What follows belongs to an exercise in optimizing a design on an open flow for small area, a short achievable clock period and few clock cycles per item; a production flow would make more cautious choices. The RTL was checked by simulation tests, not by an equivalence proof against the original design. Power figures rest on the tool's default switching activity, not on a simulated workload.

==> flow/design.v <==
package mavg_pkg;
    localparam int WINDOW_MAX  = 32;
    localparam int SAMPLE_BITS = 16;
    localparam int SLOT_BITS   = $clog2(WINDOW_MAX);        
    localparam int SUM_BITS    = SAMPLE_BITS + SLOT_BITS;   
    localparam int CFG_BITS    = 6;
    localparam logic [SLOT_BITS-1:0] WKK_RESET = SLOT_BITS'(4);
endpackage
module mavg_sub7 (
    input  logic [6:0] t,
    input  logic [6:0] x,
    output logic       ge,      
    output logic [4:0] d        
);
    logic [6:0] g, p;
    logic [6:0] c;      
    assign g = t & ~x;
    assign p = ~(t ^ x);
    logic g10, p10, g32, p32, g30, p30, g54, p54, g64;
    assign g10 = g[1] | (p[1] & g[0]);
    assign p10 = p[1] & p[0];
    assign g32 = g[3] | (p[3] & g[2]);
    assign p32 = p[3] & p[2];
    assign g30 = g32 | (p32 & g10);
    assign p30 = p32 & p10;
    assign g54 = g[5] | (p[5] & g[4]);
    assign p54 = p[5] & p[4];
    assign c[0] = 1'b0;
    assign c[1] = g[0];
    assign c[2] = g10;
    assign c[3] = g[2] | (p[2] & g10);
    assign c[4] = g30;
    assign c[5] = g[4] | (p[4] & g30);
    assign c[6] = g54 | (p54 & g30);
    assign ge   = g[6] | (p[6] & c[6]);
    assign d    = p[4:0] ^ c[4:0];
endmodule
module mavg_div_step4 (
    input  logic [4:0]  rem_i,    
    input  logic [15:0] d_i,      
    input  logic [4:0]  kk,       
    input  logic [6:0]  k3m,      
    output logic [4:0]  rem_o,
    output logic [15:0] d_o
);
    logic [6:0] t;
    logic       ge1, ge2, ge3;
    logic [4:0] d1, d2, d3;
    logic [1:0] q;
    assign t = {rem_i, d_i[15:14]};
    mavg_sub7 u1 (.t(t), .x({2'b00, kk}),       .ge(ge1), .d(d1));
    mavg_sub7 u2 (.t(t), .x({1'b0, kk, 1'b1}),  .ge(ge2), .d(d2));
    mavg_sub7 u3 (.t(t), .x(k3m),               .ge(ge3), .d(d3));
    assign q[1] = ge2;
    assign q[0] = ge3 | (ge1 & ~ge2);
    assign rem_o = ({5{ge3}} & d3)
                 | ({5{ge2 & ~ge3}} & d2)
                 | ({5{ge1 & ~ge2}} & d1)
                 | ({5{~ge1}} & t[4:0]);
    assign d_o   = {d_i[13:0], q};
endmodule
module moving_average_filter_core (
    input  logic                             clk,
    input  logic                             rst_n,
    input  logic                             cfg_we,
    input  logic [mavg_pkg::CFG_BITS-1:0]    cfg_wdata,
    input  logic                             s_tvalid,
    output logic                             s_tready,
    input  logic [mavg_pkg::SAMPLE_BITS-1:0] s_tdata,    
    input  logic                             s_tuser,    
    output logic                             m_tvalid,
    input  logic                             m_tready,
    output logic [mavg_pkg::SAMPLE_BITS-1:0] m_tdata     
);
    localparam int SB = mavg_pkg::SUM_BITS;
    logic        en;
    logic        out_v, skid_v;
    logic [15:0] out_d, skid_d;
    logic        live0;
    logic        rdy_q;      
    logic        hen_q;      
    logic        skid_v_nx;
    logic        v0;
    assign en       = !skid_v;
    assign s_tready = rdy_q;
    always_ff @(posedge clk or negedge rst_n)
    begin
        if (!rst_n)
        begin
            live0 <= 1'b0;
            rdy_q <= 1'b0;
            hen_q <= 1'b0;
        end
        else
        begin
            live0 <= 1'b1;
            rdy_q <= !skid_v_nx && live0;
            hen_q <= !skid_v_nx && (en ? (s_tvalid && rdy_q) : v0);
        end
    end
    logic [4:0] wkk;
    always_ff @(posedge clk or negedge rst_n)
    begin
        if (!rst_n)
            wkk <= mavg_pkg::WKK_RESET;
        else if (cfg_we)
        begin
            if (cfg_wdata == 6'd0)
                wkk <= 5'd0;
            else if (cfg_wdata > 6'd32)
                wkk <= 5'd31;
            else
                wkk <= 5'(cfg_wdata - 6'd1);
        end
    end
    logic [15:0] x0;
    logic [4:0]  k0;       
    logic [7:0]  k0lo;     
    logic [3:0]  k0hi;     
    logic [4:0]  c5;
    logic [4:0]  kn;
    always_ff @(posedge clk or negedge rst_n)
    begin
        if (!rst_n)
        begin
            v0 <= 1'b0;
            c5 <= 5'd0;
        end
        else if (en)
        begin
            v0 <= s_tvalid && rdy_q;
            if (s_tvalid && rdy_q)
            begin
                if (s_tuser)
                    c5 <= 5'd1;
                else if (c5 != 5'd31)
                    c5 <= c5 + 5'd1;
            end
        end
    end
    assign kn = s_tuser ? 5'd0 : ((c5 < wkk) ? c5 : wkk);
    always_ff @(posedge clk)
    begin
        if (en)
        begin
            x0   <= s_tdata;
            k0   <= kn;
            k0lo <= 8'd1 << kn[2:0];
            k0hi <= 4'd1 << kn[4:3];
        end
    end
    logic [SB-1:0] acc;
    logic [SB-1:0] h [32];     
    logic [SB-1:0] hv [32];
    logic          v1;
    logic [SB-1:0] m1;
    logic [4:0]    kk1;
    always_ff @(posedge clk or negedge rst_n)
    begin
        if (!rst_n)
            acc <= '0;
        else if (hen_q)
            acc <= acc + {{(SB-16){1'b0}}, ~x0[15], x0[14:0]};
    end
    always_ff @(posedge clk)
    begin
        if (hen_q)
        begin
            h[1] <= acc;
            for (int j = 2; j < 32; j++)
                h[j] <= h[j-1];
        end
    end
    always_comb
    begin
        hv[0] = acc;
        for (int j = 1; j < 32; j++)
            hv[j] = h[j];
    end
    logic [SB-1:0] msel;
    always_comb
    begin
        msel = '0;
        for (int j = 0; j < 32; j++)
            msel = msel | (hv[j] & {SB{k0hi[j/8] & k0lo[j%8]}});
    end
    always_ff @(posedge clk or negedge rst_n)
    begin
        if (!rst_n)
            v1 <= 1'b0;
        else if (en)
            v1 <= v0;
    end
    always_ff @(posedge clk)
    begin
        if (en)
        begin
            m1  <= msel;
            kk1 <= k0;
        end
    end
    logic [4:0]  rem_a [9];
    logic [15:0] d_a   [9];
    logic [4:0]  rem_b [9];
    logic [15:0] d_b   [9];
    logic [4:0]  kk_b  [9];
    logic [6:0]  k3_b  [9];
    logic        v_b   [9];
    logic [SB-1:0] nsum;
    assign nsum = acc - m1;
    assign rem_a[0] = nsum[20:16];
    assign d_a[0]   = nsum[15:0];
    genvar p;
    generate
        for (p = 0; p < 9; p++)
        begin : g_pos
            logic [4:0] kk_a;
            logic [6:0] k3_a;
            logic       v_a;
            if (p == 0)
            begin : g_first
                assign kk_a = kk1;
                assign k3_a = 7'({kk1, 1'b0}) + 7'({2'b00, kk1}) + 7'd2;
                assign v_a  = v1;
            end
            else
            begin : g_step
                mavg_div_step4 u_step (
                    .rem_i (rem_b[p-1]),
                    .d_i   (d_b[p-1]),
                    .kk    (kk_b[p-1]),
                    .k3m   (k3_b[p-1]),
                    .rem_o (rem_a[p]),
                    .d_o   (d_a[p])
                );
                assign kk_a = kk_b[p-1];
                assign k3_a = k3_b[p-1];
                assign v_a  = v_b[p-1];
            end
            always_ff @(posedge clk or negedge rst_n)
            begin
                if (!rst_n)
                    v_b[p] <= 1'b0;
                else if (en)
                    v_b[p] <= v_a;
            end
            always_ff @(posedge clk)
            begin
                if (en)
                begin
                    rem_b[p] <= rem_a[p];
                    d_b[p]   <= d_a[p];
                    kk_b[p]  <= kk_a;
                    k3_b[p]  <= k3_a;
                end
            end
        end
    endgenerate
    logic [15:0] res;
    assign res = {~d_b[8][15], d_b[8][14:0]}
               + {15'd0, (~d_b[8][15] && (rem_b[8] != 5'd0))};
    always_comb
    begin
        if (skid_v)
            skid_v_nx = !m_tready;
        else
            skid_v_nx = out_v && !m_tready && v_b[8];
    end
    always_ff @(posedge clk or negedge rst_n)
    begin
        if (!rst_n)
        begin
            out_v  <= 1'b0;
            skid_v <= 1'b0;
        end
        else if (skid_v)
        begin
            if (m_tready)
                skid_v <= 1'b0;
        end
        else if (!out_v || m_tready)
            out_v <= v_b[8];
        else if (v_b[8])
            skid_v <= 1'b1;
    end
    always_ff @(posedge clk)
    begin
        if (skid_v)
        begin
            if (m_tready)
                out_d <= skid_d;
        end
        else if (!out_v || m_tready)
        begin
            if (v_b[8])
                out_d <= res;
        end
        else if (v_b[8])
            skid_d <= res;
    end
    assign m_tvalid = out_v;
    assign m_tdata  = out_d;
endmodule
export LEC_CHECK = 0
export CAP_MARGIN = 20
export CORE_MARGIN = 2
export CORE_UTILIZATION = 40
export CTS_CLUSTER_DIAMETER = 75
export CTS_CLUSTER_SIZE = 30
export SETUP_SLACK_MARGIN = 4.5
export SLEW_MARGIN = 20
create_clock -name core_clock -period 7.0 [get_ports {clk}]
run.sh (not shown) runs the stock make flow with config.mk's settings and CLKGATE_MAP_FILE= SYNTH_SCRIPT=/design/flow/synth_recipe.tcl, a recipe that flattens the netlist after the stock synthesis.
Testbench counts at the start, summed over its fixed seeds: cycles 2,576, items 2,400.
Rerun with:
--- a/flow/design.v
+++ b/flow/design.v
@@ -112,13 +112,13 @@
             else
                 wkk <= 5'(cfg_wdata - 6'd1);
         end
     end
     logic [15:0] x0;
-    logic [4:0]  k0;       
     logic [7:0]  k0lo;     
     logic [3:0]  k0hi;     
+    logic [4:0]  k0;       
     logic [4:0]  c5;
     logic [4:0]  kn;
     always_ff @(posedge clk or negedge rst_n)
     begin
         if (!rst_n)
@@ -142,15 +142,18 @@
     always_ff @(posedge clk)
     begin
         if (en)
         begin
             x0   <= s_tdata;
-            k0   <= kn;
             k0lo <= 8'd1 << kn[2:0];
             k0hi <= 4'd1 << kn[4:3];
         end
     end
+    assign k0 = {k0hi[2] | k0hi[3], k0hi[1] | k0hi[3],
+                 k0lo[4] | k0lo[5] | k0lo[6] | k0lo[7],
+                 k0lo[2] | k0lo[3] | k0lo[6] | k0lo[7],
+                 k0lo[1] | k0lo[3] | k0lo[5] | k0lo[7]};
     logic [SB-1:0] acc;
     logic [SB-1:0] h [32];     
     logic [SB-1:0] hv [32];
     logic          v1;
     logic [SB-1:0] m1;
What happened: Final cell count goes down by about 0.8%; clock power goes down by about 1%; routed wire length shrinks by about 1.8%; non-clock buffer count went down by 17; first-iteration DRC count grows by 5.5%; register-to-register slack is better by 20 ps; power went down by 0.40%.
Testbench counts after the change, summed over its fixed seeds: cycles 2,576, items 2,400.

== pine ==
Starts from the design.v that is shown in full above.
clock: 7.0 ns
lec_check: 0
cap_margin: 20
core_margin: 2
core_utilization: 40
cts_cluster_diameter: 70
cts_cluster_size: 25
setup_slack_margin: 4.5
slew_margin: 20
Testbench counts of pine, summed over its fixed seeds: cycles 2,576, items 2,400.
#### Input delta (maple over pine)
--- a/flow/design.v
+++ b/flow/design.v
@@ -82,7 +82,7 @@
     logic        skid_v_nx;
     logic        v0;
     assign en       = !skid_v;
-    assign s_tready = rdy_q;
+    assign s_tready = rdy_port;
     always_ff @(posedge clk or negedge rst_n)
     begin
         if (!rst_n)
@@ -114,9 +114,9 @@
         end
     end
     logic [15:0] x0;
-    logic [4:0]  k0;       
     logic [7:0]  k0lo;     
     logic [3:0]  k0hi;     
+    logic [4:0]  k0;       
     logic [4:0]  c5;
     logic [4:0]  kn;
     always_ff @(posedge clk or negedge rst_n)
@@ -144,11 +144,14 @@
         if (en)
         begin
             x0   <= s_tdata;
-            k0   <= kn;
             k0lo <= 8'd1 << kn[2:0];
             k0hi <= 4'd1 << kn[4:3];
         end
     end
+    assign k0 = {k0hi[2] | k0hi[3], k0hi[1] | k0hi[3],
+                 k0lo[4] | k0lo[5] | k0lo[6] | k0lo[7],
+                 k0lo[2] | k0lo[3] | k0lo[6] | k0lo[7],
+                 k0lo[1] | k0lo[3] | k0lo[5] | k0lo[7]};
     logic [SB-1:0] acc;
     logic [SB-1:0] h [32];     
     logic [SB-1:0] hv [32];
@@ -283,21 +286,33 @@
         else if (v_b[8])
             skid_v <= 1'b1;
     end
+    logic        out_ld;
+    logic [15:0] out_new;
+    logic [15:0] out_q;
+    assign out_ld  = skid_v ? m_tready : ((!out_v || m_tready) && v_b[8]);
+    assign out_new = skid_v ? skid_d : res;
     always_ff @(posedge clk)
     begin
-        if (skid_v)
+        if (out_ld)
+            out_d <= out_new;
+        out_q <= (out_new & {16{out_ld}}) | (out_d & {16{!out_ld}});
+        if (!skid_v && out_v && !m_tready && v_b[8])
+            skid_d <= res;
+    end
+    logic out_vq, rdy_port;
+    always_ff @(posedge clk or negedge rst_n)
+    begin
+        if (!rst_n)
         begin
-            if (m_tready)
-                out_d <= skid_d;
+            out_vq   <= 1'b0;
+            rdy_port <= 1'b0;
         end
-        else if (!out_v || m_tready)
+        else
         begin
-            if (v_b[8])
-                out_d <= res;
+            out_vq   <= skid_v | (out_v & !m_tready) | v_b[8];
+            rdy_port <= live0 & !skid_v_nx;
         end
-        else if (v_b[8])
-            skid_d <= res;
     end
-    assign m_tvalid = out_v;
-    assign m_tdata  = out_d;
+    assign m_tvalid = out_vq;
+    assign m_tdata  = out_q;
 endmodule
Results
maple against pine: worst hold slack fell by 0.0079 ns; final instance area up 4.5%; number of register bits inferred by synthesis now sits higher; area added between synthesis and finish now larger; fmax shows a reduction of about 5%.
Core utilization: maple higher than pine
Re relative contribution of the clock network to total power: maple is 1.3 points down on pine.
Lower routed wire length among maple and pine: pine
maple finished end to end and its layout was clean on timing, DRC and antenna.
In the tables for maple and pine, first-pass GRT wire length reads lower with pine.
Critical path depth is higher on maple
Filler cell count in the final layout of maple falls short of that of pine slightly.
Testbench counts of maple, summed over its fixed seeds: cycles 2,576, items 2,400.

## what the ideal ports hide
How much do the figures lean on ideal ports? The routed layouts below were timed once more, with nothing changed but the port constraints.
Step 1: set_driving_cell puts a clkbuf_16 on clk and a buf_2 on each other input, an assumption about the parent block.
Step 2 times the ports against the registers' clock, not the clock port: input delays grow and output delays shrink by t, the midpoint of the rising clock arrivals with the driver on.
Three values: ideal ports, drivers, drivers and shift; two values: the first two.
run | t, ns | setup WS [ns] | hold slack, ns | worst register clock-pin slew, ns | pins driven straight from the clock port
the first run of note 1 | 0.718 | 4.416 / 4.347 / 3.969 | 0.420 / 0.420 / 0.420 | 0.12 / 0.12 | 1
the second run of note 1 | 0.711 | 4.375 / 4.299 / 3.968 | 0.425 / 0.425 / 0.425 | 0.11 / 0.11 | 1
pine | 0.720 | 4.393 / 4.325 / 3.983 | 0.419 / 0.419 / 0.419 | 0.10 / 0.10 | 1
maple | 0.736 | 4.250 / 4.250 / 3.920 | 0.411 / 0.411 / 0.411 | 0.10 / 0.10 | 1
After both steps setup and hold are still met in every run listed. For the first run of note 1, which loses most, drivers alone change the setup slack by -0.069 ns; drivers and shift together by -0.447 ns.
